Source: an optimization exercise on an open RTL-to-GDS flow (aim: small area). Production flows keep margins and buffers that such runs may drop. The RTL was checked by simulation tests, not by an equivalence proof against the original design. No activity file was given, so power comes from the tool's default toggle rates.

==> flow/design.v <==
package rv_decode_pkg;
	typedef logic [32-1:0] word_t;
	typedef logic [$clog2(32)-1:0] reg_idx_t;
	typedef logic [3:0] cls_code_t;
	localparam cls_code_t C_LUI       = 4'd10;
	localparam cls_code_t C_AUIPC     = 4'd9;
	localparam cls_code_t C_JAL       = 4'd8;
	localparam cls_code_t C_JALR      = 4'd7;
	localparam cls_code_t C_BRANCH    = 4'd6;
	localparam cls_code_t C_LOAD      = 4'd5;
	localparam cls_code_t C_STORE     = 4'd4;
	localparam cls_code_t C_ARLOG_IMM = 4'd3;
	localparam cls_code_t C_ARLOG     = 4'd2;
	localparam cls_code_t C_MISC_MEM  = 4'd1;
	localparam cls_code_t C_SYSTEM    = 4'd0;
	localparam cls_code_t C_ILLEGAL   = 4'd15;
endpackage
`timescale 1ns/1ps
module inst_fetch_reg
(
	input  logic        clk,
	input  logic        rst,
	input  logic        in_valid,
	input  logic [31:0] in_pc,
	input  logic [31:0] in_inst,
	output logic        f_valid,
	output logic [31:0] f_pc,
	output logic [31:7] f_inst,
	output logic [3:0]  f_code
);
	logic [3:0] code;
	always_comb begin
		case (in_inst[6:0])
			7'b0110111:       code = rv_decode_pkg::C_LUI;
			7'b0010111:     code = rv_decode_pkg::C_AUIPC;
			7'b1101111:       code = rv_decode_pkg::C_JAL;
			7'b1100111:      code = rv_decode_pkg::C_JALR;
			7'b1100011:    code = rv_decode_pkg::C_BRANCH;
			7'b0000011:      code = rv_decode_pkg::C_LOAD;
			7'b0100011:     code = rv_decode_pkg::C_STORE;
			7'b0010011: code = rv_decode_pkg::C_ARLOG_IMM;
			7'b0110011:     code = rv_decode_pkg::C_ARLOG;
			7'b0001111:  code = rv_decode_pkg::C_MISC_MEM;
			7'b1110011:    code = rv_decode_pkg::C_SYSTEM;
			default:        code = rv_decode_pkg::C_ILLEGAL;
		endcase
	end
	always_ff @(posedge clk) begin
		if (rst) begin
			f_valid <= 1'b0;
		end else begin
			f_valid <= in_valid;
		end
	end
	always_ff @(posedge clk) begin
		f_pc   <= in_pc;
		f_inst <= in_inst[31:7];
		f_code <= code;
	end
endmodule
`timescale 1ns/1ps
module inst_decoder
(
	input  logic [31:7] inst,
	input  logic [3:0]  code,
	output logic [10:0] cls,
	output logic        illegal,
	output logic [9:0]  mod,
	output logic [31:0] imm,
	output logic        use_imm,
	output logic        a_pc,
	output logic        a_reg
);
	logic lui, auipc, jal, jalr, branch, load, store, arlog_imm, arlog, misc_mem, system_;
	assign lui       = code == rv_decode_pkg::C_LUI;
	assign auipc     = code == rv_decode_pkg::C_AUIPC;
	assign jal       = code == rv_decode_pkg::C_JAL;
	assign jalr      = code == rv_decode_pkg::C_JALR;
	assign branch    = code == rv_decode_pkg::C_BRANCH;
	assign load      = code == rv_decode_pkg::C_LOAD;
	assign store     = code == rv_decode_pkg::C_STORE;
	assign arlog_imm = code == rv_decode_pkg::C_ARLOG_IMM;
	assign arlog     = code == rv_decode_pkg::C_ARLOG;
	assign misc_mem  = code == rv_decode_pkg::C_MISC_MEM;
	assign system_   = code == rv_decode_pkg::C_SYSTEM;
	assign cls = {lui, auipc, jal, jalr, branch, load, store, arlog_imm, arlog, misc_mem, system_};
	assign illegal = ~|cls;
	assign mod[2:0] = inst[14:12];
	assign mod[9:3] = (arlog || (arlog_imm && inst[13:12] == 2'b01)) ? inst[31:25] : 7'd0;
	always_comb begin
		imm = '0;
		if (lui || auipc) begin
			imm = {inst[31:12], 12'b0};
		end else if (jal) begin
			imm = {{12{inst[31]}}, inst[19:12], inst[20], inst[30:21], 1'b0};
		end else if (jalr || load || arlog_imm) begin
			imm = {{20{inst[31]}}, inst[31:20]};
		end else if (store) begin
			imm = {{20{inst[31]}}, inst[31:25], inst[11:7]};
		end
	end
	assign use_imm = lui | auipc | jal | jalr | load | store | arlog_imm;
	assign a_pc    = auipc | jal;
	assign a_reg   = ~(lui | auipc | jal);
endmodule
`timescale 1ns/1ps
module reg_file
(
	input  logic        clk,
	input  logic        rst,
	input  logic [31:1] sel1,
	input  logic [31:1] sel2,
	output logic [31:0] rdata1,
	output logic [31:0] rdata2,
	input  logic        wb_en,
	input  logic [4:0]  wb_rd,
	input  logic [31:0] wb_data
);
	logic [31:0] regs [1:31];
	logic [31:1] we;
	logic [31:0] wdata;
	assign wdata = rst ? 32'd0 : wb_data;
	always_comb begin
		for (int i = 1; i < 32; i++) begin
			we[i] = rst | (wb_en && wb_rd == i[4:0]);
		end
	end
	always_ff @(posedge clk) begin
		for (int i = 1; i < 32; i++) begin
			if (we[i]) begin
				regs[i] <= wdata;
			end
		end
	end
	always_comb begin
		rdata1 = '0;
		rdata2 = '0;
		for (int i = 1; i < 32; i++) begin
			rdata1 = rdata1 | ({32{sel1[i]}} & regs[i]);
			rdata2 = rdata2 | ({32{sel2[i]}} & regs[i]);
		end
	end
endmodule
`timescale 1ns/1ps
module operand_stage
(
	input  logic        clk,
	input  logic        rst,
	input  logic        d_valid,
	input  logic [31:0] d_pc,
	input  logic [31:7] d_inst,
	input  logic [3:0]  d_code,
	output logic [31:1] sel1,
	output logic [31:1] sel2,
	input  logic [31:0] rdata1,
	input  logic [31:0] rdata2,
	output logic        out_valid,
	output logic [31:0] out_pc,
	output logic [10:0] out_cls,
	output logic        out_illegal,
	output logic [4:0]  out_rd,
	output logic [9:0]  out_mod,
	output logic [31:0] out_op_a,
	output logic [31:0] out_op_b,
	output logic [31:0] out_store_data
);
	logic [31:7] inst;
	logic [3:0]  code;
	logic [31:0] imm;
	logic        use_imm, a_pc, a_reg;
	always_ff @(posedge clk) begin
		if (rst) begin
			out_valid <= 1'b0;
		end else begin
			out_valid <= d_valid;
		end
	end
	always_ff @(posedge clk) begin
		out_pc <= d_pc;
		inst   <= d_inst;
		code   <= d_code;
	end
	inst_decoder u_dec (
		.inst    (inst),
		.code    (code),
		.cls     (out_cls),
		.illegal (out_illegal),
		.mod     (out_mod),
		.imm     (imm),
		.use_imm (use_imm),
		.a_pc    (a_pc),
		.a_reg   (a_reg)
	);
	assign out_rd = inst[11:7];
	always_comb begin
		for (int i = 1; i < 32; i++) begin
			sel1[i] = a_reg && inst[19:15] == i[4:0];
			sel2[i] = inst[24:20] == i[4:0];
		end
	end
	assign out_op_a       = rdata1 | ({32{a_pc}} & out_pc);
	assign out_op_b       = use_imm ? imm : rdata2;
	assign out_store_data = rdata2;
endmodule
`timescale 1ns/1ps
module decode_pipe
(
	input  logic        clk,
	input  logic        rst,
	input  logic        i_valid,
	input  logic [31:0] i_pc,
	input  logic [31:7] i_inst,
	input  logic [3:0]  i_code,
	output logic        o_valid,
	output logic [31:0] o_pc,
	output logic [31:7] o_inst,
	output logic [3:0]  o_code
);
	always_ff @(posedge clk) begin
		if (rst) begin
			o_valid <= 1'b0;
		end else begin
			o_valid <= i_valid;
		end
	end
	always_ff @(posedge clk) begin
		o_pc   <= i_pc;
		o_inst <= i_inst;
		o_code <= i_code;
	end
endmodule
`timescale 1ns/1ps
module rv_decode_top
(
	input  logic        clk,
	input  logic        rst,
	input  logic        in_valid,
	input  logic [31:0] in_pc,
	input  logic [31:0] in_inst,
	input  logic        wb_en,
	input  logic [4:0]  wb_rd,
	input  logic [31:0] wb_data,
	output logic        out_valid,
	output logic [31:0] out_pc,
	output logic [10:0] out_cls,
	output logic        out_illegal,
	output logic [4:0]  out_rd,
	output logic [9:0]  out_mod,
	output logic [31:0] out_op_a,
	output logic [31:0] out_op_b,
	output logic [31:0] out_store_data
);
	logic        f_valid, d_valid;
	logic [31:0] f_pc, d_pc;
	logic [31:7] f_inst, d_inst;
	logic [3:0]  f_code, d_code;
	logic [31:1] sel1, sel2;
	logic [31:0] rdata1, rdata2;
	inst_fetch_reg u_fetch (
		.clk      (clk),
		.rst      (rst),
		.in_valid (in_valid),
		.in_pc    (in_pc),
		.in_inst  (in_inst),
		.f_valid  (f_valid),
		.f_pc     (f_pc),
		.f_inst   (f_inst),
		.f_code   (f_code)
	);
	decode_pipe u_pipe (
		.clk     (clk),
		.rst     (rst),
		.i_valid (f_valid),
		.i_pc    (f_pc),
		.i_inst  (f_inst),
		.i_code  (f_code),
		.o_valid (d_valid),
		.o_pc    (d_pc),
		.o_inst  (d_inst),
		.o_code  (d_code)
	);
	operand_stage u_issue (
		.clk            (clk),
		.rst            (rst),
		.d_valid        (d_valid),
		.d_pc           (d_pc),
		.d_inst         (d_inst),
		.d_code         (d_code),
		.sel1           (sel1),
		.sel2           (sel2),
		.rdata1         (rdata1),
		.rdata2         (rdata2),
		.out_valid      (out_valid),
		.out_pc         (out_pc),
		.out_cls        (out_cls),
		.out_illegal    (out_illegal),
		.out_rd         (out_rd),
		.out_mod        (out_mod),
		.out_op_a       (out_op_a),
		.out_op_b       (out_op_b),
		.out_store_data (out_store_data)
	);
	reg_file u_rf (
		.clk     (clk),
		.rst     (rst),
		.sel1    (sel1),
		.sel2    (sel2),
		.rdata1  (rdata1),
		.rdata2  (rdata2),
		.wb_en   (wb_en),
		.wb_rd   (wb_rd),
		.wb_data (wb_data)
	);
endmodule
==> flow/run.sh <==
#!/bin/bash
# synth_recipe.tcl (not shown) runs the flow's synth.tcl, then flattens the netlist and writes it again
# the make line also repeats each setting of config.mk as NAME=value (left out here)
make -C /OpenROAD-flow-scripts/flow DESIGN_CONFIG=/design/flow/config.mk WORK_HOME=/design/flow/orfs CLKGATE_MAP_FILE= SYNTH_SCRIPT=/design/flow/synth_recipe.tcl finish
==> flow/config.mk <==
export PLATFORM = sky130hd
export DESIGN_NAME = rv_decode_top
export DESIGN_NICKNAME = rv_decode_top
export VERILOG_FILES = /design/flow/design.v
export SDC_FILE = /design/flow/constraint.sdc
export NUM_CORES = 4
export LEC_CHECK = 0
export CAP_MARGIN = 20
export CORE_MARGIN = 2
export CORE_UTILIZATION = 40
export SLEW_MARGIN = 20
==> flow/constraint.sdc <==
create_clock -name core_clock -period 5.0 [get_ports {clk}]
set_input_delay 1.0000 -clock core_clock [delete_from_list [all_inputs] [get_ports {clk}]]
set_output_delay 1.0000 -clock core_clock [all_outputs]
set_load 0.01 [all_outputs]
==> impl_metrics.toml, run 1 <==
[outcome]
status = "failed layout checks"
so.violations = "setup timing"

[critical_path]
slowest_delay_ps = 960
reg2reg_from = "u_pipe.o_inst[23]"
startpoint = "u_issue.inst[22]"
cp.required_ps = 4000
cp_max_fo = 23
end_kind = "output pin"
critical_path.top_delay_family = "simple AND/OR/NAND/NOR gates"
crit_arrival_ps = 4160
slowest_stage = "nor3_2"
r2r_slack_ps = 4330
reg2reg_depth = 0
worstSetupPathType = "reg2out"
worst-path-buf-inv = 3
crit_chain = "buf_4 > nor3_2 > and3_1 > a2111oi_1 > and4_1 > nand4_1 > buf_6 > a22o_1 > clkdlybuf4s50_1"
startpoint_type = "flip-flop"
reg2reg_to = "u_issue.inst[23]"

[power]
p_per_area_nw_per_um2 = 398
total_power_mw = 24.9
max-vdd-ir-drop_mv = 0.336
leakagePower_nw = 22.5

[synth]
synth_warnings = 6
synth-seq-area-share_pct = 68.2
synth.most_common_cell = "edfxtp_1"
yosys.area.top_type = "edfxtp_1"
synth_edf_count = 992
async_flop_share_pct = 0
yosys.area.top_type_share_pct = 60.6
avgSynthCellArea_um2 = 14.3
synthCells = 3445
synth_flop_cell = "edfxtp_1"
synthDistinctLibCells = 82
syn_nets = 3550
ys_seq_elements = 1178
synthTopCellsByCount = "992 x edfxtp_1, 519 x a22oi_1, 186 x dfxtp_1"
syn_area_um2 = 49100
synth_area_leaders = "edfxtp_1 61%, a22oi_1 7.9%, dfxtp_1 7.6%"

[routing]
via_per_inst = 7.47
num_vias = 42934
drtIter0Drc = 10306
wire_per_inst_um = 45.8
drt-pass1-iter-count = 13
ant_nets = 0
drc = 0
wl_um = 263000

[clock_tree]
ctsLongestPathBuffers = 3
cts_inserted_buffers = 132
htreeDepth = 4
clk_latency_ps = 790
path_clk_slew_ps = 60
ctsHoldBuffers = 0
ctsRootBufferMaster = "clkbuf_16"
tritoncts = "yes"
cts_sinks = 1178

[grt]
track_usage_pct = 40.4
grt_pass1_wl_um = 343000
grt-ovfl-total = 0
antenna_found_initial = 16
grt_pass1_vias = 39504
grt_start_max_net_pins = 34

[timing]
period_minus_slack_ps = 5160
hold_viol = 0
fmax_ghz = 0.194
setup_viol = 12
fin_crit_sh_pct = 103
slew_violations = 0
worstMarginPinSlew_ps = 1260
rsz0062_at_grt = "true"
whs_ps = 316
final.setup.worst_slack_ps = -164
finClkSkew_ps = 23.0
relSlewSlack_pct = 15.8

[min_path]
hp-class = "reg2reg"
worstHoldStart = "u_pipe.o_pc[26]"
hold_depth = 0
hold_end = "u_issue.out_pc[26]"

[cells_and_area]
nFillCells = 10215
regArea_um2 = 33500
final_cells = 5745
drive_above_1_share_pct = 21.8
area_growth_pct = 27.2
final_nets = 4103
multi_input_area_um2 = 15600

[floorplanning]
die_y_um = 354
io_pins = 261
die_x_um = 354
dieArea_um2 = 126000
std_cell_rows = 128
start_util_pct = 40.3
core_area_um2 = 122000

[place]
dp_hpwl_um = 163000
portBuffers = 260
place_congestion = 1.04
post-place-cells = 5379

[job]
drv_cap = 0
cell type report:
type	count	area share [%]
diodes	16	0.0641
clock buffers	180	5.90
clock inverters	60	1.11
inverters	9	0.0541
multi-input cells	1991	25.0
flip-flops and latches	1178	53.7
well taps	1625	3.25
repair buffers	686	10.9
state kept, by name, indices dropped and copies added, names as in the netlist:
name / cells
u_issue.inst: 25
u_issue.out_pc: 32
u_issue.out_valid: 1
u_pipe.o_valid: 1
u_fetch.f_inst: 25
u_fetch.f_code: 4
u_fetch.f_pc: 32
u_fetch.f_valid: 1
u_issue.code: 4
u_pipe.o_pc: 32
u_pipe.o_inst: 25
u_rf.regs: 992
u_pipe.o_code: 4
logic make-up (layout without fill, tap and decap cells):
kind of cell    Yosys count  after routing  share of synthesized area, %
compound gates          992            992                          16.0
xor+xnor                  1              1                        0.0178
buf+inv                 279            935                          2.76
flops                  1178           1178                          68.2
mux                     166            166                          3.51
other cells               0             16                             0
simple gates            829            832                          9.55
per-stage QoR:
stage / setup WS [ps] / util, % / TNS, ps / cell area (µm²)
floorplan: 360 / - / 0 / 49200
global placement: 226 / 46.1 / 0 / 56200
detailed placement: 263 / 46.2 / 0 / 56300
CTS: -146 / 50.6 / -509 / 61700
global route: -164 / 51.2 / -412 / 62500
finish: -164 / 51.3 / -621 / 62500
what timing repair did:
item                                    in CTS  in global routing
cloned                                       4                  2
endpoints found under the setup margin      95                 51
resized for setup                           96                 59
pin swaps                                   24                 13
buffers inserted                            61                 43
cells in the final DEF (no fill, tap or decap), types with 70 or more instances in the layout:
master / count
edfxtp_1: 992
a22oi_1: 517
buf_4: 336
clkdlybuf4s50_1: 250
and3_1: 177
dfxtp_1: 176
clkbuf_16: 138
nand2_1: 130
mux2i_1: 123
nand4_1: 88
nand3_1: 80
nor2_1: 75
a22o_1: 70
power by group:
| group | switching [mW] | internal (mW) |
|---|---|---|
| combinational | 1.83 | 1.03 |
| clock | 4.23 | 5.70 |
| sequential | 0.557 | 11.5 |
| total | 6.62 | 18.3 |
how the worst max path moves through the flow:
| stage | slack (ps) | cells past startpoint | endpoint |
|---|---|---|---|
| after floorplan | 360 | 4 | u_rf.regs[20][0] |
| after global placement | 230 | 8 | out_op_b[22] |
| after detailed placement | 260 | 9 | out_op_b[5] |
| after CTS | -150 | 9 | out_op_b[5] |
| after global routing | -160 | 11 | out_op_b[5] |
| final | -160 | 9 | out_op_b[5] |
metal layers:
| layer | global-route usage (%) | part of all wire [%] | up-vias |
|---|---|---|---|
| met4 | 29.4 | 9.5 | 18 |
| met3 | 18.1 | 18 | 1400 |
| met2 | 54.6 | 39 | 5224 |
| met1 | 50.8 | 33 | 20947 |
| li1 | - | - | 15345 |
| met5 | 0.189 | 0.046 | - |
==> run 2, diff against run 1 <==
--- a/flow/design.v
+++ b/flow/design.v
@@ -104,6 +104,18 @@
 	assign a_reg   = ~(lui | auipc | jal);
 endmodule
 `timescale 1ns/1ps
+module rf_bit
+(
+	input  logic clk,
+	input  logic we,
+	input  logic we_n,
+	input  logic wd,
+	output logic q
+);
+	always_ff @(posedge clk) begin
+		q <= ~((we_n | wd) & (we | q));
+	end
+endmodule
 module reg_file
 (
 	input  logic        clk,
@@ -117,29 +129,45 @@
 	input  logic [31:0] wb_data
 );
 	logic [31:0] regs [1:31];
-	logic [31:1] we;
+	logic [31:1] we, we_n;
 	logic [31:0] wdata;
-	assign wdata = rst ? 32'd0 : wb_data;
+	logic        phase;
+	logic [31:0] raw1, raw2;
+	always_ff @(posedge clk) begin
+		if (rst) begin
+			phase <= 1'b0;
+		end else begin
+			phase <= ~phase;
+		end
+	end
+	assign wdata = rst ? 32'hffff_ffff : (wb_data ^ {32{phase}});
 	always_comb begin
 		for (int i = 1; i < 32; i++) begin
-			we[i] = rst | (wb_en && wb_rd == i[4:0]);
+			we[i]   = rst | (wb_en && wb_rd == i[4:0]);
+			we_n[i] = ~we[i];
 		end
 	end
-	always_ff @(posedge clk) begin
-		for (int i = 1; i < 32; i++) begin
-			if (we[i]) begin
-				regs[i] <= wdata;
-			end
+	for (genvar i = 1; i < 32; i++) begin : g_reg
+		for (genvar b = 0; b < 32; b++) begin : g_bit
+			rf_bit u_bit (
+				.clk  (clk),
+				.we   (we[i]),
+				.we_n (we_n[i]),
+				.wd   (wdata[b]),
+				.q    (regs[i][b])
+			);
 		end
 	end
 	always_comb begin
-		rdata1 = '0;
-		rdata2 = '0;
+		raw1 = '0;
+		raw2 = '0;
 		for (int i = 1; i < 32; i++) begin
-			rdata1 = rdata1 | ({32{sel1[i]}} & regs[i]);
-			rdata2 = rdata2 | ({32{sel2[i]}} & regs[i]);
+			raw1 = raw1 | ({32{sel1[i]}} & regs[i]);
+			raw2 = raw2 | ({32{sel2[i]}} & regs[i]);
 		end
 	end
+	assign rdata1 = raw1 ^ {32{phase & |sel1}};
+	assign rdata2 = raw2 ^ {32{phase & |sel2}};
 endmodule
 `timescale 1ns/1ps
 module operand_stage
--- a/flow/config.mk
+++ b/flow/config.mk
@@ -9,3 +9,5 @@
 export CORE_MARGIN = 2
 export CORE_UTILIZATION = 40
 export SLEW_MARGIN = 20
+export SYNTH_HIERARCHICAL = 1
+export SYNTH_MINIMUM_KEEP_SIZE = 0
==> run 2 against run 1 <==
Still fails the layout checks on setup timing. Register-to-register slack lost 2100 ps. Clock skew grew 7.0 ps. Combinational power grew 51%. Critical path depth grew 6. Final area shrank 4.1%. Total power grew 4.2%. Sequential cell count grew 1. Synthesized area shrank 8.4%.
==> impl_metrics.toml, run 2 <==
[power]
max-vdd-ir-drop_mv = 0.331
total_power_mw = 25.9
leakagePower_nw = 23.1
p_per_area_nw_per_um2 = 433

[synth]
synthTopCellsByCount = "1179 x dfxtp_1, 992 x o22ai_1, 318 x a221oi_1, 318 x a22o_1, 264 x a22oi_1"
synth_top_family_by_area = "compound AO/OA/AOI/OAI gates"
avgSynthCellArea_um2 = 10.6
synth_area_leaders = "dfxtp_1 52%, o22ai_1 14%, a221oi_1 6.2%"
synth-xor-area-share_pct = 1.89
synth_edf_count = 0
yosys.area.top_type_share_pct = 52.4
synthCells = 4233
yosys.area.top_type = "dfxtp_1"
synth.most_common_cell = "dfxtp_1"
syn_area_um2 = 45000
synthDistinctLibCells = 62
synth.area.mux_share_pct = 0.801
synth-seq-area-share_pct = 52.4
synth_warnings = 13
synthAdderAreaFrac_pct = 0
ys_seq_elements = 1179
yosys.area_share.simple_pct = 6.06
syn_nets = 4338
async_flop_share_pct = 0
synth_flop_cell = "dfxtp_1"
synth_compound_area_share_pct = 33.9

[floorplanning]
core_area_um2 = 112000
die_x_um = 339
std_cell_rows = 123
die_y_um = 339
dieArea_um2 = 115000
io_pins = 261
start_util_pct = 40.2

[grt]
gr-max-usage-layer = "met2"
antenna_found_initial = 8
grt_pass1_vias = 42547
grt_pass1_wl_um = 313000
track_usage_pct = 36.9
use_met2_pct = 49.8
grt_use_met1_pct = 46.1
grt_use_met3_pct = 18.1
grt_start_max_net_pins = 37
grt-ovfl-total = 0

[timing]
rsz0062_at_grt = "true"
period_minus_slack_ps = 5180
slew_violations = 0
hold_viol = 0
relSlewSlack_pct = 23.8
fin_crit_sh_pct = 104
finClkSkew_ps = 30.0
final.setup.worst_slack_ps = -175
setup_viol = 26
worstMarginPinSlew_ps = 1140
fmax_ghz = 0.193
whs_ps = 303

[routing]
wire_per_inst_um = 35.4
via_per_inst = 7.20
num_vias = 46248
wl_um = 227000
ant_nets = 0
drtIter0Drc = 8148
drt-pass1-iter-count = 13
drc = 0

[cells_and_area]
regArea_um2 = 23600
final_nets = 4922
final_cells = 6424
largest_reg_flops = 992
final_common_cell = "dfxtp_1"
drive_above_1_share_pct = 25.0
layout_common_cells = "1166 x dfxtp_1, 992 x o22ai_1, 369 x buf_4"
area_growth_pct = 33.2
fin_util_pct = 53.5
largest_register = "u_rf.g.g_bit.u_bit.q"
multi_input_area_um2 = 22100
stdcell_area_um2 = 59900
nFillCells = 9675

[clock_tree]
cts_inserted_buffers = 121
tritoncts = "yes"
ctsRootBufferMaster = "clkbuf_16"
htreeDepth = 3
clk_latency_ps = 770
ctsLongestPathBuffers = 3
path_clk_slew_ps = 60
ctsHoldBuffers = 0
cts_sinks = 1179

[place]
dp_hpwl_um = 130000
portBuffers = 260
place_congestion = 1.00
post-place-cells = 5929
dpl_cell_area_um2 = 50200

[critical_path]
cp.required_ps = 4000
reg2reg_from = "u_rf.phase"
worstSetupPathType = "reg2out"
cp_max_fo = 11
startpoint = "u_issue.code[3]"
startpoint_type = "flip-flop"
end_kind = "output pin"
crit_arrival_ps = 4180

[job]
drv_cap = 0

[outcome]
so.violations = "setup timing"
status = "failed layout checks"

[min_path]
worstHoldStart = "u_fetch.f_inst[27]"
hp-class = "reg2reg"
run 2: changes by cell type after synthesis, sizes merged, moves of 52 or more:
cell     before   now
mux2i       125     0
o22ai        32   992
a22o         70   318
a22oi       519   264
a221oi       43   318
a2111oi      71     0
dfxtp       186  1179
edfxtp      992     0
and3        184     2
a21o         12    64
xor2          0    64
nand2       142     9
run 2: layout make-up:
| cell class | instances | area share [%] |
|---|---|---|
| well taps | 1500 | 3.13 |
| multi-input cells | 2701 | 36.9 |
| diodes | 3 | 0.0125 |
| flip-flops and latches | 1179 | 39.4 |
| clock buffers | 169 | 5.82 |
| clock inverters | 58 | 1.64 |
| repair buffers | 779 | 12.8 |
| inverters | 35 | 0.228 |
run 2: per-stage QoR:
step | worst slack (ps) | TNS (ps)
floorplan | 1250 | 0
global placement | -423 | -2640
detailed placement | -421 | -2250
CTS | -65.4 | -84.5
global route | -177 | -1470
finish | -175 | -1650
run 2: layer usage:
layer  share of wire, %  wire length, µm  vias up
met5               0.14              317        -
met4                7.8            17700       14
met3                 16            37000      992
met2                 39            88500     4166
met1                 37            83800    22314
li1                   -                -    18762
run 2: path summary, 6_finish.rpt:
check / cells past startpoint / slack, ps / end
max: 15 / -180 / out_op_a[13]
min: 0 / 300 / u_pipe.o_inst[27]
max reg2reg: 5 / 2230 / u_rf.g_reg[3].g_bit[1].u_bit.q
min reg2reg: 0 / 300 / u_pipe.o_inst[27]
run 2: Yosys stat by module (local to each module, per instance), excerpt:
module          cells inside  area (µm²)
decode_pipe               63        1250
operand_stage            263        2590
inst_decoder             120         812
reg_file                1717       12900
rf_bit                     2        26.3
inst_fetch_reg            86        1400
run 2: worst max-delay path, stage by stage (launching register included):
cell and delay, ps:
dfxtp_2 330, nor2b_4 130, and2_4 210, inv_6 70
buf_6 130, nand4b_1 130, buf_4 180, nor2_4 130
a22o_1 260, a221oi_2 210, nand4_1 660, nor3_4 460
buf_6 140, xor2_2 140, a21o_1 130, buf_6 110
run 2: timing repair:
item | in CTS | in global routing
cloned | 26 | 7
gates resized for setup | 433 | 249
setup buffers | 156 | 78
endpoints found under the setup margin | 96 | 88
pin swaps | 187 | 166
run 2: report_power, final:
| part | total, mW | internal [mW] | switching [mW] |
|---|---|---|---|
| registers | 11.5 | 10.5 | 0.960 |
| clock network | 10.1 | 5.98 | 4.16 |
| logic | 4.33 | 1.78 | 2.54 |
| total | 25.9 | 18.3 | 7.67 |
run 2: cell families after synthesis:
logic type,after synthesis
AND/OR/NAND/NOR,474
flip-flops,1179
XOR/XNOR,97
AO/OA/AOI/OAI,2072
multiplexers,32
buffers and inverters,379
==> run 3, diff against run 2 <==
--- a/flow/design.v
+++ b/flow/design.v
@@ -66,10 +66,7 @@
 	output logic [10:0] cls,
 	output logic        illegal,
 	output logic [9:0]  mod,
-	output logic [31:0] imm,
-	output logic        use_imm,
-	output logic        a_pc,
-	output logic        a_reg
+	output logic [31:0] imm
 );
 	logic lui, auipc, jal, jalr, branch, load, store, arlog_imm, arlog, misc_mem, system_;
 	assign lui       = code == rv_decode_pkg::C_LUI;
@@ -99,9 +96,6 @@
 			imm = {{20{inst[31]}}, inst[31:25], inst[11:7]};
 		end
 	end
-	assign use_imm = lui | auipc | jal | jalr | load | store | arlog_imm;
-	assign a_pc    = auipc | jal;
-	assign a_reg   = ~(lui | auipc | jal);
 endmodule
 `timescale 1ns/1ps
 module rf_bit
@@ -116,14 +110,31 @@
 		q <= ~((we_n | wd) & (we | q));
 	end
 endmodule
+module rf_aoi3
+(
+	input  logic s0,
+	input  logic d0,
+	input  logic s1,
+	input  logic d1,
+	input  logic s2,
+	input  logic d2,
+	output logic y
+);
+	assign y = ~((s0 & d0) | (s1 & d1) | (s2 & d2));
+endmodule
 module reg_file
 (
 	input  logic        clk,
 	input  logic        rst,
 	input  logic [31:1] sel1,
 	input  logic [31:1] sel2,
+	input  logic        nz1,
+	input  logic        nz2,
+	input  logic        pc_sel,
+	input  logic [31:0] pc,
 	output logic [31:0] rdata1,
-	output logic [31:0] rdata2,
+	output logic [31:0] rdata2_raw,
+	output logic        rdata2_inv,
 	input  logic        wb_en,
 	input  logic [4:0]  wb_rd,
 	input  logic [31:0] wb_data
@@ -158,18 +169,61 @@
 			);
 		end
 	end
+	logic [32:0] s1v, s2v;
+	logic [31:0] d1v [0:32];
+	logic [31:0] d2v [0:32];
+	logic [10:0] y1 [0:31];
+	logic [10:0] y2 [0:31];
 	always_comb begin
-		raw1 = '0;
-		raw2 = '0;
+		for (int i = 0; i < 33; i++) begin
+			s1v[i] = 1'b0;
+			s2v[i] = 1'b0;
+			d1v[i] = '0;
+			d2v[i] = '0;
+		end
 		for (int i = 1; i < 32; i++) begin
-			raw1 = raw1 | ({32{sel1[i]}} & regs[i]);
-			raw2 = raw2 | ({32{sel2[i]}} & regs[i]);
+			s1v[i - 1] = sel1[i];
+			d1v[i - 1] = regs[i];
+			s2v[i - 1] = sel2[i];
+			d2v[i - 1] = regs[i];
 		end
+		s1v[31] = pc_sel;
+		d1v[31] = pc;
 	end
-	assign rdata1 = raw1 ^ {32{phase & |sel1}};
-	assign rdata2 = raw2 ^ {32{phase & |sel2}};
+	for (genvar b = 0; b < 32; b++) begin : g_rd
+		for (genvar k = 0; k < 10; k++) begin : g_grp
+			rf_aoi3 u_p1 (
+				.s0 (s1v[3 * k]),     .d0 (d1v[3 * k][b]),
+				.s1 (s1v[3 * k + 1]), .d1 (d1v[3 * k + 1][b]),
+				.s2 (s1v[3 * k + 2]), .d2 (d1v[3 * k + 2][b]),
+				.y  (y1[b][k])
+			);
+			rf_aoi3 u_p2 (
+				.s0 (s2v[3 * k]),     .d0 (d2v[3 * k][b]),
+				.s1 (s2v[3 * k + 1]), .d1 (d2v[3 * k + 1][b]),
+				.s2 (s2v[3 * k + 2]), .d2 (d2v[3 * k + 2][b]),
+				.y  (y2[b][k])
+			);
+		end
+		assign y1[b][10] = ~((s1v[30] & d1v[30][b]) | (s1v[31] & d1v[31][b]));
+		assign y2[b][10] = ~(s2v[30] & d2v[30][b]);
+		assign raw1[b] = ~&y1[b];
+		assign raw2[b] = ~&y2[b];
+	end
+	assign rdata1 = raw1 ^ {32{phase & nz1}};
+	assign rdata2_raw = raw2;
+	assign rdata2_inv = phase & nz2;
 endmodule
 `timescale 1ns/1ps
+module op_b_bit
+(
+	input  logic raw,
+	input  logic use_imm,
+	input  logic k,
+	output logic y
+);
+	assign y = (raw & ~use_imm) ^ k;
+endmodule
 module operand_stage
 (
 	input  logic        clk,
@@ -180,8 +234,12 @@
 	input  logic [3:0]  d_code,
 	output logic [31:1] sel1,
 	output logic [31:1] sel2,
+	output logic        nz1,
+	output logic        nz2,
+	output logic        pc_sel,
 	input  logic [31:0] rdata1,
-	input  logic [31:0] rdata2,
+	input  logic [31:0] rdata2_raw,
+	input  logic        rdata2_inv,
 	output logic        out_valid,
 	output logic [31:0] out_pc,
 	output logic [10:0] out_cls,
@@ -195,7 +253,13 @@
 	logic [31:7] inst;
 	logic [3:0]  code;
 	logic [31:0] imm;
-	logic        use_imm, a_pc, a_reg;
+	logic        use_imm, a_pc;
+	logic [3:0]  hi1, hi2;
+	logic [7:0]  lo1, lo2;
+	logic        d_lui, d_auipc, d_jal;
+	assign d_lui   = d_code == rv_decode_pkg::C_LUI;
+	assign d_auipc = d_code == rv_decode_pkg::C_AUIPC;
+	assign d_jal   = d_code == rv_decode_pkg::C_JAL;
 	always_ff @(posedge clk) begin
 		if (rst) begin
 			out_valid <= 1'b0;
@@ -204,9 +268,20 @@
 		end
 	end
 	always_ff @(posedge clk) begin
-		out_pc <= d_pc;
-		inst   <= d_inst;
-		code   <= d_code;
+		out_pc  <= d_pc;
+		inst    <= d_inst;
+		code    <= d_code;
+		hi1     <= (d_lui | d_auipc | d_jal) ? 4'd0 : 4'd1 << d_inst[19:18];
+		lo1     <= 8'd1 << d_inst[17:15];
+		hi2     <= 4'd1 << d_inst[24:23];
+		lo2     <= 8'd1 << d_inst[22:20];
+		nz1     <= ~(d_lui | d_auipc | d_jal) && d_inst[19:15] != 5'd0;
+		nz2     <= d_inst[24:20] != 5'd0;
+		a_pc    <= d_auipc | d_jal;
+		use_imm <= d_code == rv_decode_pkg::C_LUI || d_code == rv_decode_pkg::C_AUIPC
+			|| d_code == rv_decode_pkg::C_JAL || d_code == rv_decode_pkg::C_JALR
+			|| d_code == rv_decode_pkg::C_LOAD || d_code == rv_decode_pkg::C_STORE
+			|| d_code == rv_decode_pkg::C_ARLOG_IMM;
 	end
 	inst_decoder u_dec (
 		.inst    (inst),
@@ -214,21 +289,26 @@
 		.cls     (out_cls),
 		.illegal (out_illegal),
 		.mod     (out_mod),
-		.imm     (imm),
-		.use_imm (use_imm),
-		.a_pc    (a_pc),
-		.a_reg   (a_reg)
+		.imm     (imm)
 	);
 	assign out_rd = inst[11:7];
 	always_comb begin
 		for (int i = 1; i < 32; i++) begin
-			sel1[i] = a_reg && inst[19:15] == i[4:0];
-			sel2[i] = inst[24:20] == i[4:0];
+			sel1[i] = hi1[i / 8] & lo1[i % 8];
+			sel2[i] = hi2[i / 8] & lo2[i % 8];
 		end
 	end
-	assign out_op_a       = rdata1 | ({32{a_pc}} & out_pc);
-	assign out_op_b       = use_imm ? imm : rdata2;
-	assign out_store_data = rdata2;
+	assign pc_sel         = a_pc;
+	assign out_op_a       = rdata1;
+	assign out_store_data = rdata2_raw ^ {32{rdata2_inv}};
+	for (genvar b = 0; b < 32; b++) begin : g_op_b
+		op_b_bit u_op_b (
+			.raw     (rdata2_raw[b]),
+			.use_imm (use_imm),
+			.k       (use_imm ? imm[b] : rdata2_inv),
+			.y       (out_op_b[b])
+		);
+	end
 endmodule
 `timescale 1ns/1ps
 module decode_pipe
@@ -283,7 +363,9 @@
 	logic [31:7] f_inst, d_inst;
 	logic [3:0]  f_code, d_code;
 	logic [31:1] sel1, sel2;
-	logic [31:0] rdata1, rdata2;
+	logic        nz1, nz2, pc_sel;
+	logic [31:0] rdata1, rdata2_raw;
+	logic        rdata2_inv;
 	inst_fetch_reg u_fetch (
 		.clk      (clk),
 		.rst      (rst),
@@ -316,8 +398,12 @@
 		.d_code         (d_code),
 		.sel1           (sel1),
 		.sel2           (sel2),
+		.nz1            (nz1),
+		.nz2            (nz2),
+		.pc_sel         (pc_sel),
 		.rdata1         (rdata1),
-		.rdata2         (rdata2),
+		.rdata2_raw     (rdata2_raw),
+		.rdata2_inv     (rdata2_inv),
 		.out_valid      (out_valid),
 		.out_pc         (out_pc),
 		.out_cls        (out_cls),
@@ -333,8 +419,13 @@
 		.rst     (rst),
 		.sel1    (sel1),
 		.sel2    (sel2),
+		.nz1     (nz1),
+		.nz2     (nz2),
+		.pc_sel  (pc_sel),
+		.pc      (out_pc),
 		.rdata1  (rdata1),
-		.rdata2  (rdata2),
+		.rdata2_raw (rdata2_raw),
+		.rdata2_inv (rdata2_inv),
 		.wb_en   (wb_en),
 		.wb_rd   (wb_rd),
 		.wb_data (wb_data)
==> flow/flow/run.sh (new file) <==
#!/bin/bash
# The standard layout (the standard.sh, standard synthesis unchanged) with
# two changes: port buffers use the smallest buffer cell, and the clock tree is
# built from clusters of up to 30 flip-flops under clkbuf_16 leaf buffers,
# without dummy loads. make's full output goes to flow.log; ORFS writes each
# step's log under orfs/logs/.
set -euo pipefail
bash standard.sh \
	"BUFFER_PORTS_ARGS=-buffer_cell sky130_fd_sc_hd__buf_1" \
	"CTS_ARGS=-sink_clustering_enable -repair_clock_nets -dont_use_dummy_load -sink_clustering_size 30 -sink_clustering_max_diameter 80 -buf_list sky130_fd_sc_hd__clkbuf_16" \
	finish > flow.log 2>&1
==> flow/standard.sh (new file) <==
#!/bin/bash
# synth_recipe.tcl (not shown) runs the flow's synth.tcl, then flattens the netlist and writes it again
# the make line also repeats each setting of config.mk as NAME=value (left out here)
make -C /OpenROAD-flow-scripts/flow DESIGN_CONFIG=/design/flow/config.mk WORK_HOME=/design/flow/orfs CLKGATE_MAP_FILE= SYNTH_SCRIPT=/design/flow/synth_recipe.tcl "${@:-finish}"
--- a/flow/config.mk
+++ b/flow/config.mk
@@ -8,6 +8,7 @@
 export CAP_MARGIN = 20
 export CORE_MARGIN = 2
 export CORE_UTILIZATION = 40
+export SETUP_SLACK_MARGIN = 0.1
 export SLEW_MARGIN = 20
 export SYNTH_HIERARCHICAL = 1
 export SYNTH_MINIMUM_KEEP_SIZE = 0
removed: flow/run.sh
==> run 3 against run 2 <==
Still fails the layout checks on setup timing. Clock skew is 65 ps higher. Worst hold slack lost 27 ps. Clock-buffer cell count fell by 117. Setup slack improved by 150 ps. Critical path depth down 8. Sequential share of layout area increased by 9.9 points. Final area decreased by 18%. Routed wire length shrank 8.3%. Clock power decreased by 51%. First-iteration DRC count is 49% higher. Maximum frequency increased by 3.0%. Critical path type unchanged. Largest cell class unchanged. Highest routed layer unchanged.
==> impl_metrics.toml, run 3 <==
[outcome]
status = "failed layout checks"
so.violations = "setup timing"

[grt]
antenna_found_initial = 3
grt_start_max_net_pins = 51
grt-ovfl-total = 0
grt_pass1_vias = 38942
grt_pass1_wl_um = 291000
track_usage_pct = 35.3

[synth]
avgSynthCellArea_um2 = 11.5
synth_flop_cell = "dfxtp_1"
ys_seq_elements = 1207
syn_area_um2 = 43600
synth_warnings = 21
synth.most_common_cell = "dfxtp_1"
async_flop_share_pct = 0
synth_area_leaders = "dfxtp_1 55%, a222oi_1 15%, o22ai_1 14%"
synth-seq-area-share_pct = 55.4
yosys.area.top_type = "dfxtp_1"
syn_nets = 3894
yosys.area.top_type_share_pct = 55.4
synth_edf_count = 0
synthDistinctLibCells = 55
synthTopCellsByCount = "1207 x dfxtp_1, 993 x o22ai_1, 640 x a222oi_1"
synthCells = 3789

[routing]
drt-pass1-iter-count = 15
drtIter0Drc = 12125
num_vias = 42827
via_per_inst = 7.61
wl_um = 208000
drc = 0
ant_nets = 0
wire_per_inst_um = 37.0

[power]
p_clk_share_pct = 24.8
p_sw_share_pct = 31.0
combPwrFrac_pct = 16.6
switchingPower_mw = 6.18
total_power_mw = 19.9
max-vdd-ir-drop_mv = 0.376
p_per_area_nw_per_um2 = 406
p_seq_share_pct = 58.6
p_int_mw = 13.7
leakagePower_nw = 17.7

[critical_path]
end_kind = "output pin"
crit_arrival_ps = 4020
startpoint = "u_issue.hi1[3]"
reg2reg_depth = 5
r2r_slack_ps = 2870
startpoint_type = "flip-flop"
cp.required_ps = 4000
worstSetupPathType = "reg2out"
reg2reg_to = "u_rf.g_reg[30].g_bit[5].u_bit.q"
endpoint = "out_op_a[30]"
reg2reg_from = "u_rf.phase"
cp_max_fo = 13

[floorplanning]
die_y_um = 334
core_area_um2 = 108000
io_pins = 261
start_util_pct = 40.2
std_cell_rows = 121
dieArea_um2 = 112000
die_x_um = 334

[cells_and_area]
multi_input_area_um2 = 19000
final_common_cell = "dfxtp_1"
antenna_cells = 0
largest_register = "u_rf.g.g_bit.u_bit.q"
layout_common_cells = "1205 x dfxtp_1, 993 x o22ai_1, 640 x a222oi_1"
area_growth_pct = 12.5
drive_above_1_share_pct = 10.3
largest_reg_flops = 992
regArea_um2 = 24200
final_nets = 4320
final_cells = 5627
nFillCells = 10178

[timing]
relSlewSlack_pct = 16.1
rsz0062_at_grt = "false"
setup_tns_ps = -22.5
whs_ps = 276
finClkSkew_ps = 95.5
fmax_ghz = 0.199
slew_violations = 0
hold_viol = 0
setup_viol = 1
worstMarginPinSlew_ps = 1260
fin_crit_sh_pct = 100
final.setup.worst_slack_ps = -22.5
period_minus_slack_ps = 5020

[place]
place_congestion = 1.01
dp_hpwl_um = 135000
portBuffers = 260
post-place-cells = 5570

[clock_tree]
tritoncts = "yes"
cts_sinks = 1207
cts_inserted_buffers = 52
cts_setup_buffers = 0
ctsHoldBuffers = 0
ctsRootBufferMaster = "clkbuf_16"
path_clk_slew_ps = 110
ctsLongestPathBuffers = 3
htreeDepth = 2
clk_latency_ps = 720

[min_path]
hold_depth = 0
hp-class = "reg2reg"

[job]
drv_cap = 0
==> run 3: changes by cell type after synthesis, moves of 59 or more <==
cell / previous run / this run
a222oi_1: 64 / 640
a221oi_1: 318 / 0
a22o_1: 318 / 0
a22oi_1: 264 / 34
clkbuf_1: 177 / 12
nand2_1: 8 / 110
nand3_1: 128 / 33
nor3_1: 69 / 6
and2_1: 9 / 71
nand4_1: 69 / 128
==> run 3: metrics by stage <==
stage	setup slack [ps]	utilization, %	instance area (µm²)
after CTS	102	45.1	48900
after global placement	776	43.9	47600
after detailed placement	778	43.9	47600
after global routing	120	45.2	49000
after floorplan	1010	-	43600
final	-22.5	45.2	49000
==> run 3: power groups by stage <==
stage	Combinational, mW	Sequential (mW)	Clock [mW]
2_1_floorplan	1.98	11.5	0
3_3_place_gp	3.12	11.8	0
3_5_place_dp	3.17	11.8	0
4_1_cts	3.17	11.6	4.93
5_1_grt	3.42	11.8	5.24
6_report	3.31	11.7	4.94
==> run 3: repair_timing <==
item / CTS / global route
gates resized for setup: 4 / 3
setup endpoints to repair: 8 / 11
pin swaps: 7 / 8
==> run 3: final cells by class <==
type / instances / area share [%]
tap: 1414 / 3.61
inverter: 37 / 0.283
sequential: 1207 / 49.3
multi-input combinational: 2445 / 38.7
timing repair buffer: 472 / 5.47
clock buffer: 52 / 2.65
==> run 3: cells by family after synthesis <==
logic type / share of synthesized area, %
AO/OA/AOI/OAI: 31.7
XOR/XNOR: 3.16
buffers and inverters: 1.94
flip-flops: 55.4
AND/OR/NAND/NOR: 7.72
==> run 3: how the worst min path moves through the flow <==
stage	endpoint	slack [ps]	start
floorplan	u_issue.inst[10]	310	u_pipe.o_inst[10]
global placement	u_issue.out_pc[22]	310	u_pipe.o_pc[22]
detailed placement	u_issue.inst[27]	310	u_pipe.o_inst[27]
CTS	u_issue.out_pc[2]	280	u_pipe.o_pc[2]
global route	u_issue.out_pc[2]	280	u_pipe.o_pc[2]
finish	u_issue.out_pc[2]	280	u_pipe.o_pc[2]
==> run 3: per-module statistics from Yosys (local to each module, per instance), excerpt <==
module,area (µm²),cells inside,times used,flip-flops and latches
inst_decoder,788,120,1,0
reg_file,3360,495,1,1
rf_aoi3,10.0,1,640,0
inst_fetch_reg,1400,86,1,62
rf_bit,26.3,2,992,1
operand_stage,3360,337,1,90
decode_pipe,1250,63,1,62
op_b_bit,30.0,2,32,0
==> run 3: critical path: stages, from the launching register on <==
cell and delay (ps):
dfxtp_1 410, and2_1 480, buf_4 310, a222oi_1 910
nand4_1 350, nor3_2 490, xor2_1 180, buf_1 200
==> run 3: routing by layer <==
layer  GRT usage [%]  part of all wire, %  up-vias
met5           0.912                0.060        -
met4            24.6                  8.9        6
met3            10.4                   14      805
met2            50.2                   40     4000
met1            45.7                   37    20560
li1                -                    -    17456
==> run 4, diff against run 3 <==
--- a/flow/design.v
+++ b/flow/design.v
@@ -254,8 +254,7 @@
 	logic [3:0]  code;
 	logic [31:0] imm;
 	logic        use_imm, a_pc;
-	logic [3:0]  hi1, hi2;
-	logic [7:0]  lo1, lo2;
+	logic [31:1] sel1_q, sel2_q;
 	logic        d_lui, d_auipc, d_jal;
 	assign d_lui   = d_code == rv_decode_pkg::C_LUI;
 	assign d_auipc = d_code == rv_decode_pkg::C_AUIPC;
@@ -271,10 +270,10 @@
 		out_pc  <= d_pc;
 		inst    <= d_inst;
 		code    <= d_code;
-		hi1     <= (d_lui | d_auipc | d_jal) ? 4'd0 : 4'd1 << d_inst[19:18];
-		lo1     <= 8'd1 << d_inst[17:15];
-		hi2     <= 4'd1 << d_inst[24:23];
-		lo2     <= 8'd1 << d_inst[22:20];
+		for (int i = 1; i < 32; i++) begin
+			sel1_q[i] <= ~(d_lui | d_auipc | d_jal) && d_inst[19:15] == i[4:0];
+			sel2_q[i] <= d_inst[24:20] == i[4:0];
+		end
 		nz1     <= ~(d_lui | d_auipc | d_jal) && d_inst[19:15] != 5'd0;
 		nz2     <= d_inst[24:20] != 5'd0;
 		a_pc    <= d_auipc | d_jal;
@@ -292,12 +291,8 @@
 		.imm     (imm)
 	);
 	assign out_rd = inst[11:7];
-	always_comb begin
-		for (int i = 1; i < 32; i++) begin
-			sel1[i] = hi1[i / 8] & lo1[i % 8];
-			sel2[i] = hi2[i / 8] & lo2[i % 8];
-		end
-	end
+	assign sel1 = sel1_q;
+	assign sel2 = sel2_q;
 	assign pc_sel         = a_pc;
 	assign out_op_a       = rdata1;
 	assign out_store_data = rdata2_raw ^ {32{rdata2_inv}};
--- a/flow/config.mk
+++ b/flow/config.mk
@@ -9,6 +9,6 @@
 export CORE_MARGIN = 2
 export CORE_UTILIZATION = 40
 export SETUP_SLACK_MARGIN = 0.1
-export SLEW_MARGIN = 20
+export SLEW_MARGIN = 50
 export SYNTH_HIERARCHICAL = 1
 export SYNTH_MINIMUM_KEEP_SIZE = 0
==> run 4 against run 3 <==
Now clean on timing, DRC and antenna. Register-to-register slack barely moved. Utilization grew 0.39 points. Synthesized cell count up 1.1%. Clock-buffer cell count unchanged. Sequential power about the same. Combinational power rose by 2%. Routed wire length is 0.43% lower. First-iteration DRC count decreased by 0.51%. Synthesized area up 1.9%. Clock power rose by 2%.
==> impl_metrics.toml, run 4 <==
[clock_tree]
ctsLongestPathBuffers = 3
cts_inserted_buffers = 52
cts_resized = 0
clk_latency_ps = 710
ctsRootBufferMaster = "clkbuf_16"
cts_sinks = 1245
htreeDepth = 2
tritoncts = "yes"
path_clk_slew_ps = 120
ctsHoldBuffers = 0
cts_setup_buffers = 0

[cells_and_area]
drive_above_1_share_pct = 11.9
final_cells = 5785
final_common_cell = "dfxtp_1"
final_nets = 4403
fin_util_pct = 45.6
nFillCells = 10348
stdcell_area_um2 = 50400
largest_register = "u_rf.g.g_bit.u_bit.q"
layout_common_cells = "1226 x dfxtp_1, 993 x o22ai_1, 640 x a222oi_1"
largest_reg_flops = 992
area_growth_pct = 13.3

[synth]
synth_edf_count = 0
yosys.area.top_type_share_pct = 56.1
syn_area_um2 = 44400
synth_area_leaders = "dfxtp_1 56%, a222oi_1 14%, o22ai_1 14%"
yosys.area.top_type = "dfxtp_1"
async_flop_share_pct = 0
yosys.area_share.simple_pct = 7.05
synth_warnings = 21
synth.area.mux_share_pct = 0
synth_flop_cell = "dfxtp_1"
synthTopCellsByCount = "1245 x dfxtp_1, 993 x o22ai_1, 640 x a222oi_1"
synth-xor-area-share_pct = 3.10
avgSynthCellArea_um2 = 11.6
synth_top_family_by_area = "compound AO/OA/AOI/OAI gates"
synthDistinctLibCells = 63
syn_nets = 3937
synth.most_common_cell = "dfxtp_1"
synthCells = 3832
synth-seq-area-share_pct = 56.1
synth_compound_area_share_pct = 31.9
synthAdderAreaFrac_pct = 0
ys_seq_elements = 1245

[timing]
final.setup.worst_slack_ps = 215
setup_tns_ps = 0
fmax_ghz = 0.209
worstMarginPinSlew_ps = 896
period_minus_slack_ps = 4790
setup_viol = 0
rsz0062_at_grt = "false"
slew_violations = 0
whs_ps = 293
relSlewSlack_pct = 40.3
hold_viol = 0
finClkSkew_ps = 89.3
fin_crit_sh_pct = 95.7

[routing]
via_per_inst = 7.45
wl_um = 207000
wire_per_inst_um = 35.9
ant_nets = 0
drt-pass1-iter-count = 15
num_vias = 43115
drtIter0Drc = 12063
drc = 0

[critical_path]
worst-path-buf-inv = 2
crit_chain = "buf_4 > a222oi_1 > nand4_1 > a2111o_1 > nand2b_4 > xnor2_2 > buf_1"
end_kind = "output pin"
slowest_stage = "a222oi_1"
critical_path.top_delay_family = "compound AO/OA/AOI/OAI gates"
worstSetupPathType = "reg2out"
cp.required_ps = 4000
cp_max_fo = 14
startpoint_type = "flip-flop"
slowest_delay_ps = 650
crit_arrival_ps = 3790

[place]
dpl_worst_slack_ps = 1020
portBuffers = 260
dp_hpwl_um = 134000
dpl_cell_area_um2 = 49000
place_congestion = 0.977
post-place-cells = 5722

[power]
max-vdd-ir-drop_mv = 0.297
total_power_mw = 20.3
p_per_area_nw_per_um2 = 404
leakagePower_nw = 18.0

[floorplanning]
dieArea_um2 = 114000
io_pins = 261
die_y_um = 337
start_util_pct = 40.3
core_area_um2 = 110000
die_x_um = 337
std_cell_rows = 122

[outcome]
status = "no timing/DRC/antenna violations"

[grt]
antenna_found_initial = 5
grt_pass1_vias = 39381
grt_start_max_net_pins = 65
track_usage_pct = 34.9
grt_pass1_wl_um = 292000
grt-ovfl-total = 0

[job]
drv_cap = 0

[min_path]
hp-class = "reg2reg"
-- run 4: per-layer routing --
layer	vias to the layer above	part of all wire, %	track usage, %
li1	17710	-	-
met1	20892	37	45.7
met2	3888	40	49.3
met3	623	15	10.9
met4	2	8.2	22.9
met5	-	0.0058	0
-- run 4: worst paths after layout --
path | from | endpoint | slack [ps] | cells after the start
setup / recovery | u_issue.sel2_q[22] | out_op_b[29] | 210 | 7
hold / removal | u_pipe.o_pc[2] | u_issue.out_pc[2] | 290 | 0
setup reg to reg | u_rf.phase | u_rf.g_reg[31].g_bit[1].u_bit.q | 2880 | 6
hold reg to reg | u_pipe.o_pc[2] | u_issue.out_pc[2] | 290 | 0
-- run 4: worst reg2reg max path: cells and delay by family, from the launching register on --
| kind | cells | cell delay (ps) |
|---|---|---|
| AO/OA/AOI/OAI | 1 | 170 |
| XOR/XNOR | 1 | 110 |
| buffers and inverters | 3 | 960 |
| flip-flops | 1 | 360 |
| AND/OR/NAND/NOR | 1 | 360 |
-- run 4: cells by family (layout without fill, tap and decap cells) --
kind of cell              after synthesis  in the layout
buffers and inverters                 145            609
xor gates and xnor gates              130            130
DFF                                  1245           1245
and+or+nand+nor                       495            495
AOI/OAI and AO/OA                    1817           1817
other                                   0              1
-- run 4: final cells by class --
cell class              instances  area [µm²]  share of cell area, %
flip-flops and latches       1245       25000                   49.6
multi-input cells            2442       19100                   37.9
repair buffers                522        3040                   6.04
well taps                    1488        1860                   3.70
clock buffers                  52        1300                   2.58
inverters                      35         131                  0.261
diodes                          1        2.50                0.00497
-- run 4: where the power goes --
part / leakage [nW] / switching, mW / internal, mW / total [mW]
clock: 0.641 / 3.17 / 1.87 / 5.04
combinational: 6.90 / 2.19 / 1.17 / 3.36
sequential: 10.5 / 0.910 / 11.0 / 11.9
-- run 4: modules after synthesis, one instance, submodules excluded, a selection --
module | cell area, µm² | flip-flops and latches | copies in the design | cells inside
inst_fetch_reg | 1400 | 62 | 1 | 86
reg_file | 3360 | 1 | 1 | 495
decode_pipe | 1250 | 62 | 1 | 63
op_b_bit | 30.0 | 0 | 32 | 2
rf_bit | 26.3 | 1 | 992 | 2
rf_aoi3 | 10.0 | 0 | 640 | 1
inst_decoder | 788 | 0 | 1 | 120
operand_stage | 4200 | 128 | 1 | 380
==> run 5, diff against run 4 <==
--- a/flow/design.v
+++ b/flow/design.v
@@ -251,10 +251,12 @@
 	output logic [31:0] out_store_data
 );
 	logic [31:7] inst;
+	logic [31:7] inst_q;
 	logic [3:0]  code;
 	logic [31:0] imm;
 	logic        use_imm, a_pc;
-	logic [31:1] sel1_q, sel2_q;
+	logic [3:0]  hi1, hi2;
+	logic [7:0]  lo1, lo2;
 	logic        d_lui, d_auipc, d_jal;
 	assign d_lui   = d_code == rv_decode_pkg::C_LUI;
 	assign d_auipc = d_code == rv_decode_pkg::C_AUIPC;
@@ -268,20 +270,26 @@
 	end
 	always_ff @(posedge clk) begin
 		out_pc  <= d_pc;
-		inst    <= d_inst;
+		inst_q  <= d_inst;
 		code    <= d_code;
-		for (int i = 1; i < 32; i++) begin
-			sel1_q[i] <= ~(d_lui | d_auipc | d_jal) && d_inst[19:15] == i[4:0];
-			sel2_q[i] <= d_inst[24:20] == i[4:0];
-		end
-		nz1     <= ~(d_lui | d_auipc | d_jal) && d_inst[19:15] != 5'd0;
-		nz2     <= d_inst[24:20] != 5'd0;
+		hi1     <= 4'd1 << d_inst[19:18];
+		lo1     <= (d_lui | d_auipc | d_jal) ? 8'd0 : 8'd1 << d_inst[17:15];
+		hi2     <= 4'd1 << d_inst[24:23];
+		lo2     <= 8'd1 << d_inst[22:20];
 		a_pc    <= d_auipc | d_jal;
 		use_imm <= d_code == rv_decode_pkg::C_LUI || d_code == rv_decode_pkg::C_AUIPC
 			|| d_code == rv_decode_pkg::C_JAL || d_code == rv_decode_pkg::C_JALR
 			|| d_code == rv_decode_pkg::C_LOAD || d_code == rv_decode_pkg::C_STORE
 			|| d_code == rv_decode_pkg::C_ARLOG_IMM;
 	end
+	assign inst[31:25] = inst_q[31:25];
+	assign inst[24:23] = {hi2[3] | hi2[2], hi2[3] | hi2[1]};
+	assign inst[22:20] = {|lo2[7:4], lo2[7] | lo2[6] | lo2[3] | lo2[2],
+		lo2[7] | lo2[5] | lo2[3] | lo2[1]};
+	assign inst[19:18] = {hi1[3] | hi1[2], hi1[3] | hi1[1]};
+	assign inst[17:7]  = inst_q[17:7];
+	assign nz1 = |lo1 & ~(hi1[0] & lo1[0]);
+	assign nz2 = ~(hi2[0] & lo2[0]);
 	inst_decoder u_dec (
 		.inst    (inst),
 		.code    (code),
@@ -291,8 +299,12 @@
 		.imm     (imm)
 	);
 	assign out_rd = inst[11:7];
-	assign sel1 = sel1_q;
-	assign sel2 = sel2_q;
+	always_comb begin
+		for (int i = 1; i < 32; i++) begin
+			sel1[i] = hi1[i / 8] & lo1[i % 8];
+			sel2[i] = hi2[i / 8] & lo2[i % 8];
+		end
+	end
 	assign pc_sel         = a_pc;
 	assign out_op_a       = rdata1;
 	assign out_store_data = rdata2_raw ^ {32{rdata2_inv}};
--- a/flow/config.mk
+++ b/flow/config.mk
@@ -9,6 +9,6 @@
 export CORE_MARGIN = 2
 export CORE_UTILIZATION = 40
 export SETUP_SLACK_MARGIN = 0.1
-export SLEW_MARGIN = 50
+export SLEW_MARGIN = 20
 export SYNTH_HIERARCHICAL = 1
 export SYNTH_MINIMUM_KEEP_SIZE = 0
==> run 5 against run 4 <==
Now fails the layout checks on setup timing. Combinational power increased by 3%. Critical endpoint is now out_op_b[10]. Highest routed layer unchanged. Routed wire length increased by 5.1%. Die area decreased by 2.1%. Sequential power decreased by 3%. Largest cell class unchanged.
==> impl_metrics.toml, run 5 <==
[outcome]
status = "failed layout checks"
so.violations = "setup timing"

[cells_and_area]
fin_util_pct = 46.1
area_growth_pct = 13.9
stdcell_area_um2 = 49500
final_common_cell = "dfxtp_1"
largest_reg_flops = 992
final_nets = 4357
nFillCells = 10007
layout_common_cells = "1189 x dfxtp_1, 993 x o22ai_1, 640 x a222oi_1"
largest_register = "u_rf.g.g_bit.u_bit.q"
final_cells = 5663
drive_above_1_share_pct = 12.4

[clock_tree]
ctsHoldBuffers = 0
tritoncts = "yes"
htreeDepth = 2
cts_sinks = 1198
ctsRootBufferMaster = "clkbuf_16"
clk_latency_ps = 700
cts_inserted_buffers = 54
path_clk_slew_ps = 120
ctsLongestPathBuffers = 3

[floorplanning]
core_area_um2 = 108000
std_cell_rows = 120
io_pins = 261
start_util_pct = 40.4
dieArea_um2 = 111000
die_y_um = 334
die_x_um = 334

[synth]
yosys.area.top_type_share_pct = 55.2
syn_area_um2 = 43500
synthDistinctLibCells = 58
synth_area_leaders = "dfxtp_1 55%, a222oi_1 15%, o22ai_1 14%"
ys_seq_elements = 1198
async_flop_share_pct = 0
synth_flop_cell = "dfxtp_1"
synth_compound_area_share_pct = 32.0
yosys.area.top_type = "dfxtp_1"
synthTopCellsByCount = "1198 x dfxtp_1, 993 x o22ai_1, 640 x a222oi_1"
syn_nets = 3894
synth.area.mux_share_pct = 0
synth_edf_count = 0
synth-xor-area-share_pct = 3.17
yosys.area_share.simple_pct = 7.82
synth-seq-area-share_pct = 55.2
avgSynthCellArea_um2 = 11.5
synth_top_family_by_area = "compound AO/OA/AOI/OAI gates"
synth_warnings = 21
synthAdderAreaFrac_pct = 0
synthCells = 3789
synth.most_common_cell = "dfxtp_1"

[place]
post-place-cells = 5577
dpl_cell_area_um2 = 47700
dp_hpwl_um = 145000
portBuffers = 260
dpl_worst_slack_ps = 366
place_congestion = 1.01

[timing]
whs_ps = 293
slew_violations = 0
relSlewSlack_pct = 6.32
rsz0062_at_grt = "true"
final.setup.worst_slack_ps = -269
finClkSkew_ps = 62.0
period_minus_slack_ps = 5270
fmax_ghz = 0.190
fin_crit_sh_pct = 105
setup_viol = 12
worstMarginPinSlew_ps = 1410
hold_viol = 0

[job]
drv_cap = 0

[critical_path]
startpoint_type = "flip-flop"
crit_arrival_ps = 4270
end_kind = "output pin"
cp.required_ps = 4000
startpoint = "u_issue.lo2[5]"
worstSetupPathType = "reg2out"
cp_max_fo = 6
reg2reg_from = "u_rf.phase"

[power]
p_per_area_nw_per_um2 = 406
p_sw_share_pct = 31.5
max-vdd-ir-drop_mv = 0.303
p_clk_share_pct = 25.2
p_seq_share_pct = 57.5
leakagePower_nw = 17.9
switchingPower_mw = 6.32
p_int_mw = 13.8
combPwrFrac_pct = 17.3

[routing]
wire_per_inst_um = 38.5
ant_nets = 0
num_vias = 43316
drt-pass1-iter-count = 15
wl_um = 218000
via_per_inst = 7.65
drc = 0
drtIter0Drc = 11977

[grt]
track_usage_pct = 36.7
grt_pass1_vias = 38704
grt_pass1_wl_um = 299000
grt_start_max_net_pins = 66
grt-ovfl-total = 0
antenna_found_initial = 12

[min_path]
hp-class = "reg2reg"
worstHoldStart = "u_pipe.o_pc[6]"
run 5: cells by family after synthesis:
logic type | count (synthesis)
AOI/OAI and AO/OA | 1794
DFF | 1198
and+or+nand+nor | 530
buffers and inverters | 137
xor gates and xnor gates | 130
run 5: worst paths after layout:
check	slack, ps	end	cells after the start
setup / recovery	-270	out_op_b[10]	8
hold / removal	290	u_issue.out_pc[6]	0
setup reg to reg	2640	u_rf.g_reg[25].g_bit[18].u_bit.q	5
hold reg to reg	290	u_issue.out_pc[6]	0
run 5: modules after synthesis, one instance, submodules excluded, a selection:
module	copies in the design	cell area [µm²]
reg_file	1	3360
operand_stage	1	3250
inst_fetch_reg	1	1400
decode_pipe	1	1250
inst_decoder	1	788
op_b_bit	32	30.0
rf_bit	992	26.3
rf_aoi3	640	10.0
run 5: worst max-delay path: stages, from the launching register on:
cell,delay (ps)
dfxtp_4,400
and2_4,180
buf_6,130
a222oi_1,1160
nand4_1,670
a2111o_1,640
nand2b_4,110
xnor2_2,100
buf_2,150
run 5: power by group through the flow:
| stage | clock network (mW) | registers (mW) | logic, mW |
|---|---|---|---|
| global route | 5.38 | 11.6 | 3.56 |
| global placement | 0 | 11.7 | 3.25 |
| finish | 5.07 | 11.5 | 3.47 |
| floorplan | 0 | 11.4 | 2.00 |
| detailed placement | 0 | 11.7 | 3.29 |
| CTS | 5.05 | 11.5 | 3.30 |
run 5: final cells by class:
cell class	instances	area, µm²	share of cell area [%]
sequential	1198	24000	48.5
timing repair buffer	506	3100	6.25
antenna	10	25.0	0.0505
tap	1403	1760	3.54
multi-input combinational	2456	19200	38.7
inverter	36	135	0.273
clock buffer	54	1350	2.73
run 5: what timing repair did:
action | CTS | global route
pin swaps | 16 | 41
cloned | 0 | 4
buffers inserted | 4 | 12
resized for setup | 32 | 73
endpoints found under the setup margin | 40 | 43
run 5: stage by stage:
step | TNS (ps) | power, mW
5_1_grt | -59.0 | 20.6
3_5_place_dp | 0 | 15.0
3_3_place_gp | 0 | 14.9
2_1_floorplan | 0 | 13.4
4_1_cts | 0 | 19.8
6_report | -977 | 20.1
run 5: per-layer routing:
metal  global-route usage, %  wire length [µm]  vias to the layer above
met5                    1.13               264                        -
met4                    22.0             16400                       16
met3                    15.4             33900                      660
met2                    51.6             87200                     3874
met1                    46.5             80200                    21159
li1                        -                 -                    17607

port drivers added, routing unchanged:
No port has a modelled driver above. Below, the same layouts with a new extraction and two added sets of constraints.
Step 1: set_driving_cell puts a clkbuf_16 on clk and a buf_2 on each other input, an assumption about the parent block.
Step 2, shift: input delay + t, output delay - t, t = (earliest + latest rising clock arrival at the registers) / 2. This alone moves slack from input paths to output paths.
a / b / c = no drivers / after step 1 / after step 2; a / b = the first two.
run | t (ns) | setup WS [ns] | hold WS [ns] | latest minus earliest clock arrival (ns) | worst data-port slew with drivers (ns)
run 1 | 0.870 | -0.164 / -0.250 / 0.620 | 0.316 / 0.316 / 0.316 | 0.046 / 0.046 | 0.06
run 2 | 0.841 | -0.175 / -0.258 / 0.583 | 0.303 / 0.303 / 0.303 | 0.047 / 0.047 | 0.10
run 3 | 0.748 | -0.022 / -0.101 / 0.647 | 0.276 / 0.276 / 0.276 | 0.100 / 0.100 | 0.06
run 4 | 0.755 | 0.215 / 0.138 / 0.893 | 0.293 / 0.293 / 0.293 | 0.118 / 0.118 | 0.07
run 5 | 0.772 | -0.269 / -0.349 / 0.424 | 0.293 / 0.277 / 0.293 | 0.119 / 0.119 | 0.09
